From an optimization exercise on the open Yosys and OpenROAD flow, aimed at a short achievable clock period and few clock cycles per item; shortcuts taken in it are not production practice.
At most, simulation tests tie the RTL to the original design; equivalence was not proved.
The flow treats the clock pin as an ideal source, which a real chip does not have.
No activity file was given, so power comes from the tool's default toggle rates.

job 101:
// scatter_top
module scatter_top (
  input  logic                                             ap_clk,
  input  logic                                             ap_rst_n,
  input  logic [scatter_cfg_pkg::APB_ADDR_W-1:0]           paddr,
  input  logic                                             psel,
  input  logic                                             penable,
  input  logic                                             pwrite,
  input  logic [scatter_cfg_pkg::APB_DATA_W-1:0]           pwdata,
  output logic [scatter_cfg_pkg::APB_DATA_W-1:0]           prdata,
  output logic                                             tx_meta_valid,
  input  logic                                             tx_meta_ready,
  output logic [scatter_stream_pkg::META_W-1:0] tx_meta_data,
  output logic                                             tx_data_valid,
  input  logic                                             tx_data_ready,
  output logic [scatter_stream_pkg::DATA_W-1:0]            tx_data_data,
  output logic [scatter_stream_pkg::KEEP_W-1:0]            tx_data_keep,
  output logic                                             tx_data_last
);
Size: about 3300 cells after synthesis, ~780 flip-flops, roughly 190 I/O pins, roughly 33000 um2 of cells after synthesis.
clock: 8.0 ns
lec_check: 0
abc_clock_period_in_ps: 2500
cap_margin: 20
core_margin: 2
core_utilization: 40
setup_slack_margin: 5
slew_margin: 20
standard.sh (not shown) runs the stock make flow with config.mk's settings and CLKGATE_MAP_FILE= SYNTH_SCRIPT=/design/flow/synth_recipe.tcl, a recipe that flattens the netlist after the stock synthesis.
==> flow/flow/run.sh <==
#!/bin/bash
set -euo pipefail
bash standard.sh SETUP_SLACK_MARGIN=6 finish > standard.log 2>&1
The following lists how job 102 was set up differently from job 101:
==> flow/run.sh (new file) <==
#!/bin/bash
# synth_recipe.tcl (not shown) runs the flow's synth.tcl, then flattens the netlist and writes it again
# the make line also repeats each setting of config.mk as NAME=value (left out here)
make -C /OpenROAD-flow-scripts/flow DESIGN_CONFIG=/design/flow/config.mk WORK_HOME=/design/flow/orfs CLKGATE_MAP_FILE= SYNTH_SCRIPT=/design/flow/synth_recipe.tcl finish
removed: flow/flow/run.sh
removed: flow/standard.sh
Notes after the runs:
- Changes observed in job 102 relative to job 101: area overhead of the layout relative to synthesis saw a decrease; routed wire length on met2 saw a decrease; average routed wire per standard cell saw a decrease; multi-input combinational gate total saw little to no change; combinational share of power saw a decrease.
- Job 101 and job 102 ended up with nearly the same synthesized cell count.
- The final reports for job 102 and job 101 show share of the final layout cell area in multi-input gates lower in the former.
- ~same count of endpoints failing hold in the final timing report in job 101 and job 102
- Relative to job 101, global-route wire length before repair decreased by about 8% in job 102.
- Job 102 vs job 101 — met1 routed wirelength after detailed routing dropped 2000 um.
No functional check of the RTL was part of any run of this note.

---

Another version of the RTL of scatter_top (not shown whole).
Size in the first run: about 880 flip-flops, roughly 190 I/O pins, roughly 35000 um^2 of cells after synthesis.
// scatter_top
module scatter_top (
  input  logic                                             ap_clk,
  input  logic                                             ap_rst_n,
  input  logic [scatter_cfg_pkg::APB_ADDR_W-1:0]           paddr,
  input  logic                                             psel,
  input  logic                                             penable,
  input  logic                                             pwrite,
  input  logic [scatter_cfg_pkg::APB_DATA_W-1:0]           pwdata,
  output logic [scatter_cfg_pkg::APB_DATA_W-1:0]           prdata,
  output logic                                             tx_meta_valid,
  input  logic                                             tx_meta_ready,
  output logic [scatter_stream_pkg::META_W-1:0] tx_meta_data,
  output logic                                             tx_data_valid,
  input  logic                                             tx_data_ready,
  output logic [scatter_stream_pkg::DATA_W-1:0]            tx_data_data,
  output logic [scatter_stream_pkg::KEEP_W-1:0]            tx_data_keep,
  output logic                                             tx_data_last
);
export LEC_CHECK = 0
export ABC_CLOCK_PERIOD_IN_PS = 2500
export CAP_MARGIN = 20
export CORE_MARGIN = 2
export CORE_UTILIZATION = 40
export CTS_CLUSTER_DIAMETER = 80
export CTS_CLUSTER_SIZE = 20
export SETUP_SLACK_MARGIN = 5
export SLEW_MARGIN = 20
create_clock -name core_clock -period 8.0 [get_ports {ap_clk}]
==> flow/flow/run.sh <==
#!/bin/bash
set -euo pipefail
M=SETUP_SLACK_MARGIN=5.6
bash standard.sh $M cts > standard_cts.log 2>&1
R=$(ls -d orfs/results/*/scatter_top/base)
RESULTS_DIR=$R openroad -no_init -exit flow/clk_root.tcl > clk_root.log 2>&1
bash standard.sh $M finish > standard_finish.log 2>&1
==> flow/flow/clk_root.tcl <==
set results $::env(RESULTS_DIR)
read_db $results/4_cts.odb
set block [ord::get_db_block]
set clk_net [$block findNet ap_clk]
set roots {}
foreach it [$clk_net getITerms] {
  if {[$it isInputSignal]} { lappend roots [$it getInst] }
}
puts "clock port loads: [llength $roots]"
if {[llength $roots] != 1} {
  puts "clock port does not feed a single root buffer; layout left as it is"
  exit 0
}
set root [lindex $roots 0]
set master [[$root getMaster] getName]
puts "root [$root getName] ($master)"
if {![string match "sky130_fd_sc_hd__clkbuf_*" $master]} {
  puts "root is not a clock buffer; layout left as it is"
  exit 0
}
set out_net ""
foreach it [$root getITerms] {
  if {[$it isOutputSignal]} { set out_net [$it getNet] }
}
set loads {}
foreach it [$out_net getITerms] {
  if {[$it isInputSignal]} { lappend loads $it }
}
puts "root buffer loads: [llength $loads]"
if {[llength $loads] > 4 || [llength [$out_net getBTerms]] > 0} {
  puts "root buffer feeds more than four pins; layout left as it is"
  exit 0
}
foreach it $loads {
  puts "  [[$it getInst] getName]/[[$it getMTerm] getName]"
  $it disconnect
  $it connect $clk_net
}
odb::dbInst_destroy $root
odb::dbNet_destroy $out_net
write_db $results/4_cts.odb
puts "root buffer removed"
Testbench counts at the start, summed over its fixed seeds: cycles 114,480, words 113,382.
==> next run, changes <==
--- a/flow/flow/run.sh
+++ b/flow/flow/run.sh
@@ -1,5 +1,5 @@
 #!/bin/bash
 set -euo pipefail
-M=SETUP_SLACK_MARGIN=5.6
+M="SETUP_SLACK_MARGIN=6 POST_FLOORPLAN_TCL=$PWD/flow/rmp.tcl"
 bash standard.sh $M cts > standard_cts.log 2>&1
 R=$(ls -d orfs/results/*/scatter_top/base)
==> flow/flow/rmp.tcl (new file) <==
# Re-map the logic cones of the endpoints with the least slack for delay
# (the synthesis maps them for area).
set lib [lindex $::env(LIB_FILES) 0]
report_worst_slack -max
restructure -target timing -slack_threshold 5.3 -depth_threshold 3 \
  -liberty_file $lib \
  -tielo_port sky130_fd_sc_hd__conb_1/LO -tiehi_port sky130_fd_sc_hd__conb_1/HI \
  -work_dir $::env(OBJECTS_DIR)/rmp
report_worst_slack -max
This time the run stopped in floorplan.
Synthesized area stays the same.
Synthesized cell count is unchanged.
==> next run, changes <==
--- a/flow/flow/run.sh
+++ b/flow/flow/run.sh
@@ -1,5 +1,5 @@
 #!/bin/bash
 set -euo pipefail
-M="SETUP_SLACK_MARGIN=6 POST_FLOORPLAN_TCL=$PWD/flow/rmp.tcl"
+M=SETUP_SLACK_MARGIN=6
 bash standard.sh $M cts > standard_cts.log 2>&1
 R=$(ls -d orfs/results/*/scatter_top/base)
- CORE_UTILIZATION: 40 -> 45
removed: flow/flow/rmp.tcl
This time the run produced a clean layout. Synthesized cell count stays the same. Synthesized area is unchanged.
==> next run, changes <==
- CORE_UTILIZATION: 45 -> 40
- CTS_CLUSTER_DIAMETER: 80 -> 60
- CTS_CLUSTER_SIZE: 20 -> 16
Final area climbs slightly. Wire length climbs slightly. Utilization drops by 6.1 points. Clock-buffer cell count climbs by 25. Synthesized area does not change. Register-to-register slack stays flat. Setup slack degrades by 0.14 ns. Worst hold slack degrades by 0.0055 ns. Sequential share of layout area drops by 0.34 points. Non-clock buffer count drops by 30.

---

## build 16
Starting RTL as in the previous note.
// scatter_top
module scatter_top (
  input  logic                                             ap_clk,
  input  logic                                             ap_rst_n,
  input  logic [scatter_cfg_pkg::APB_ADDR_W-1:0]           paddr,
  input  logic                                             psel,
  input  logic                                             penable,
  input  logic                                             pwrite,
  input  logic [scatter_cfg_pkg::APB_DATA_W-1:0]           pwdata,
  output logic [scatter_cfg_pkg::APB_DATA_W-1:0]           prdata,
  output logic                                             tx_meta_valid,
  input  logic                                             tx_meta_ready,
  output logic [scatter_stream_pkg::META_W-1:0] tx_meta_data,
  output logic                                             tx_data_valid,
  input  logic                                             tx_data_ready,
  output logic [scatter_stream_pkg::DATA_W-1:0]            tx_data_data,
  output logic [scatter_stream_pkg::KEEP_W-1:0]            tx_data_keep,
  output logic                                             tx_data_last
);
  logic     gen_meta_valid;
  logic     gen_meta_ready;
  scatter_stream_pkg::tx_meta_t gen_meta_data;
  logic     gen_meta_final;
  logic     gen_word_valid;
  logic     gen_word_ready;
  scatter_stream_pkg::tx_word_t gen_word_data;
  logic     gen_word_final;
  logic [3:0] gen_word_bytes;
  scatter_stream_pkg::tx_meta_t buf_meta_data;
  logic     buf_meta_final;
  scatter_stream_pkg::tx_word_t buf_word_data;
  logic     buf_word_final;
  logic                    run_start;
  scatter_cfg_pkg::count_t run_use_conn;
  scatter_cfg_pkg::count_t run_pkg_bytes;
  scatter_cfg_pkg::count_t run_pkg_num;
  scatter_stream_pkg::session_t                run_base_session;
  logic                    run_done;
  scatter_cfg_pkg::count_t run_tx_bytes;
  scatter_cfg_pkg::count_t run_tx_pkts;
  ...
export LEC_CHECK = 0
export ABC_CLOCK_PERIOD_IN_PS = 2500
export CAP_MARGIN = 20
export CORE_MARGIN = 2
export CORE_UTILIZATION = 40
export CTS_CLUSTER_DIAMETER = 100
export CTS_CLUSTER_SIZE = 30
export SETUP_SLACK_MARGIN = 5
export SLEW_MARGIN = 20
create_clock -name core_clock -period 8.0 [get_ports {ap_clk}]
==> flow/flow/run.sh <==
#!/bin/bash
set -euo pipefail
M=SETUP_SLACK_MARGIN=6
bash standard.sh $M cts > standard_cts.log 2>&1
R=$(ls -d orfs/results/*/scatter_top/base)
RESULTS_DIR=$R openroad -no_init -exit flow/clk_root.tcl > clk_root.log 2>&1
bash standard.sh $M finish > standard_finish.log 2>&1
Scripts as last shown in full above: flow/flow/clk_root.tcl
Testbench counts of build 16, summed over its fixed seeds: cycles 114,480, words 113,382.
Input-level comparison between build 80 and build 16:
# build 16
export LEC_CHECK = 0
export ABC_CLOCK_PERIOD_IN_PS = 2500
export CAP_MARGIN = 20
export CORE_MARGIN = 2
export CORE_UTILIZATION = 40
export CTS_CLUSTER_DIAMETER = 100
export CTS_CLUSTER_SIZE = 30
export SETUP_SLACK_MARGIN = 5
export SLEW_MARGIN = 20
create_clock -name core_clock -period 8.0 [get_ports {ap_clk}]
# build 80
export LEC_CHECK = 0
export ABC_CLOCK_PERIOD_IN_PS = 2500
export CAP_MARGIN = 20
export CORE_MARGIN = 2
export CORE_UTILIZATION = 40
export CTS_CLUSTER_DIAMETER = 80
export CTS_CLUSTER_SIZE = 24
export SETUP_SLACK_MARGIN = 5
export SLEW_MARGIN = 20
create_clock -name core_clock -period 8.0 [get_ports {ap_clk}]
--- outcome ---
- Build 80 completed every stage of the flow, and the final layout passed the timing, design-rule and antenna checks.
- Build 80: clock latency of the later-clocked register in the worst-skew pair is 0.02 ns higher than what build 16 reported.
- Comparing build 80 and build 16, the higher combined global-route utilization of all metal layers is on build 80.
- Summary of the comparison: number of antenna violations at the first check in global routing is higher in build 80, relative to build 16.
- Looking at filler-free cell count of the finished design, build 80 sits 44 above build 16.
- The run showing the greater flip-flop and latch share of the layout cell area is build 16.
- The clock buffer and inverter area fraction after layout of build 80 is higher than that of build 16.
- [compare] base=build 16 new=build 80: total power has increased, routed wire length has increased.
- Status: adder-cell share of the synthesized area parity (build 80, build 16)
- Relative to build 16, the final-layout clock buffer total measured on build 80 has increased by more than a quarter.
- Relative to build 16, setup slack has decreased by 0.021 ns in build 80.
--- input diff build 80..build 33 ---
# build 80
export LEC_CHECK = 0
export ABC_CLOCK_PERIOD_IN_PS = 2500
export CAP_MARGIN = 20
export CORE_MARGIN = 2
export CORE_UTILIZATION = 40
export CTS_CLUSTER_DIAMETER = 80
export CTS_CLUSTER_SIZE = 24
export SETUP_SLACK_MARGIN = 5
export SLEW_MARGIN = 20
create_clock -name core_clock -period 8.0 [get_ports {ap_clk}]
# build 33
export LEC_CHECK = 0
export ABC_CLOCK_PERIOD_IN_PS = 2500
export CAP_MARGIN = 20
export CORE_MARGIN = 2
export CORE_UTILIZATION = 50
export CTS_CLUSTER_DIAMETER = 80
export CTS_CLUSTER_SIZE = 24
export SETUP_SLACK_MARGIN = 5
export SLEW_MARGIN = 20
create_clock -name core_clock -period 8.0 [get_ports {ap_clk}]
--- a/flow/flow/run.sh
+++ b/flow/flow/run.sh
@@ -1,5 +1,5 @@
 #!/bin/bash
 set -euo pipefail
-M=SETUP_SLACK_MARGIN=6
+M="SETUP_SLACK_MARGIN=6 PRE_IO_PLACEMENT_TCL=$PWD/flow/io.tcl"
 bash standard.sh $M cts > standard_cts.log 2>&1
 R=$(ls -d orfs/results/*/scatter_top/base)
==> flow/flow/io.tcl (new file) <==
# Pin sides: the APB port on the left, the data stream on the right, the
# metadata stream at the bottom, so each port's pins sit by the logic
# they feed.
set apb {ap_rst_n psel penable pwrite}
for {set i 0} {$i < 12} {incr i} { lappend apb "paddr\[$i\]" }
for {set i 0} {$i < 32} {incr i} { lappend apb "pwdata\[$i\]" "prdata\[$i\]" }
set dat {tx_data_valid tx_data_ready tx_data_last}
for {set i 0} {$i < 64} {incr i} { lappend dat "tx_data_data\[$i\]" }
for {set i 0} {$i < 8} {incr i} { lappend dat "tx_data_keep\[$i\]" }
set met {tx_meta_valid tx_meta_ready ap_clk}
for {set i 0} {$i < 32} {incr i} { lappend met "tx_meta_data\[$i\]" }
set_io_pin_constraint -pin_names $apb -region left:*
set_io_pin_constraint -pin_names $dat -region right:*
set_io_pin_constraint -pin_names $met -region bottom:*
### Flow results
NOTE: initial cell density of the core in build 33 exceeds that of build 80. Of build 33 and build 80, it is build 33 that has the higher sequential share of power. Changes observed in build 33 relative to build 80: highest ir drop seen on vdd down 14%; fmax down about 1%. Per the comparison of build 33 with build 80, via count climbed 457; post-CTS setup buffer count dropped about 14%; clock-buffer cell count dropped 4; worst setup slack for register-to-register paths climbed 0.03 ns; global-route usage over all layers climbed 6.4 points. Going from build 80 to build 33, the overall power consumption was found to have gone down by 170 uW.
Input changes introduced in build 86 (baseline for comparison: build 33):
# build 33
export LEC_CHECK = 0
export ABC_CLOCK_PERIOD_IN_PS = 2500
export CAP_MARGIN = 20
export CORE_MARGIN = 2
export CORE_UTILIZATION = 50
export CTS_CLUSTER_DIAMETER = 80
export CTS_CLUSTER_SIZE = 24
export SETUP_SLACK_MARGIN = 5
export SLEW_MARGIN = 20
create_clock -name core_clock -period 8.0 [get_ports {ap_clk}]
# build 86
export LEC_CHECK = 0
export ABC_CLOCK_PERIOD_IN_PS = 2500
export CAP_MARGIN = 20
export CORE_MARGIN = 2
export CORE_UTILIZATION = 40
export CTS_CLUSTER_DIAMETER = 80
export CTS_CLUSTER_SIZE = 20
export SETUP_SLACK_MARGIN = 5
export SLEW_MARGIN = 20
create_clock -name core_clock -period 8.0 [get_ports {ap_clk}]
--- a/flow/flow/run.sh
+++ b/flow/flow/run.sh
@@ -1,5 +1,5 @@
 #!/bin/bash
 set -euo pipefail
-M="SETUP_SLACK_MARGIN=6 PRE_IO_PLACEMENT_TCL=$PWD/flow/io.tcl"
+M="SETUP_SLACK_MARGIN=6 POST_FLOORPLAN_TCL=$PWD/flow/rmp.tcl"
 bash standard.sh $M cts > standard_cts.log 2>&1
 R=$(ls -d orfs/results/*/scatter_top/base)
==> flow/flow/rmp.tcl (new file) <==
# Re-map the logic cones of the endpoints with the least slack for delay
# (the synthesis maps them for area).
file mkdir $::env(OBJECTS_DIR)/rmp
set lib [lindex $::env(LIB_FILES) 0]
report_worst_slack -max
restructure -target timing -slack_threshold 5.6 -depth_threshold 2 \
  -liberty_file $lib \
  -tielo_port sky130_fd_sc_hd__conb_1/LO -tiehi_port sky130_fd_sc_hd__conb_1/HI \
  -work_dir $::env(OBJECTS_DIR)/rmp
report_worst_slack -max
removed: flow/flow/io.tcl
--- outcome ---
- Of build 86 and build 33, build 33 shows the lower maximum achievable frequency, with build 86 above it.
- Worst reg-to-reg path cell count ended up 5 higher on build 86 than on build 33.
- Per the comparison of build 86 with build 33, filler-free cell count of the finished design increased 270; final setup slack of the worst path increased 0.093 ns.

separate check: timing with driven ports:
In the flow no input, the clock included, has a driving cell. The finished layouts below were timed again as built, in two steps.
Step 1: set_driving_cell puts a clkbuf_16 on ap_clk and a buf_2 on each other input, an assumption about the parent block.
Step 2 times the ports against the registers' clock, not the clock port: input delays grow and output delays shrink by t, the midpoint of the rising clock arrivals with the driver on.
Three values: ideal ports, drivers, drivers and shift; two values: the first two.
run	t (ns)	slack for setup (ns)	worst setup path at the end
job 101	0.700	5.176 / 5.113 / 4.889	input to register
job 102	0.696	5.016 / 4.953 / 4.381	input to register
the first run of note 2	0.562	5.437 / 5.323 / 4.929	input to register
the third run of note 2	0.585	5.371 / 5.295 / 4.888	input to register
the fourth run of note 2	0.702	5.235 / 5.169 / 4.900	input to register
build 16	0.550	5.389 / 5.314 / 4.895	input to register
build 80	0.561	5.369 / 5.319 / 4.905	input to register
build 33	0.554	5.343 / 5.313 / 4.893	input to register
build 86	0.571	5.435 / 5.317 / 4.960	input to register
After both steps every run listed still meets setup and hold. For job 102, which loses most, drivers alone change the setup slack by -0.063 ns; drivers and shift together by -0.635 ns.
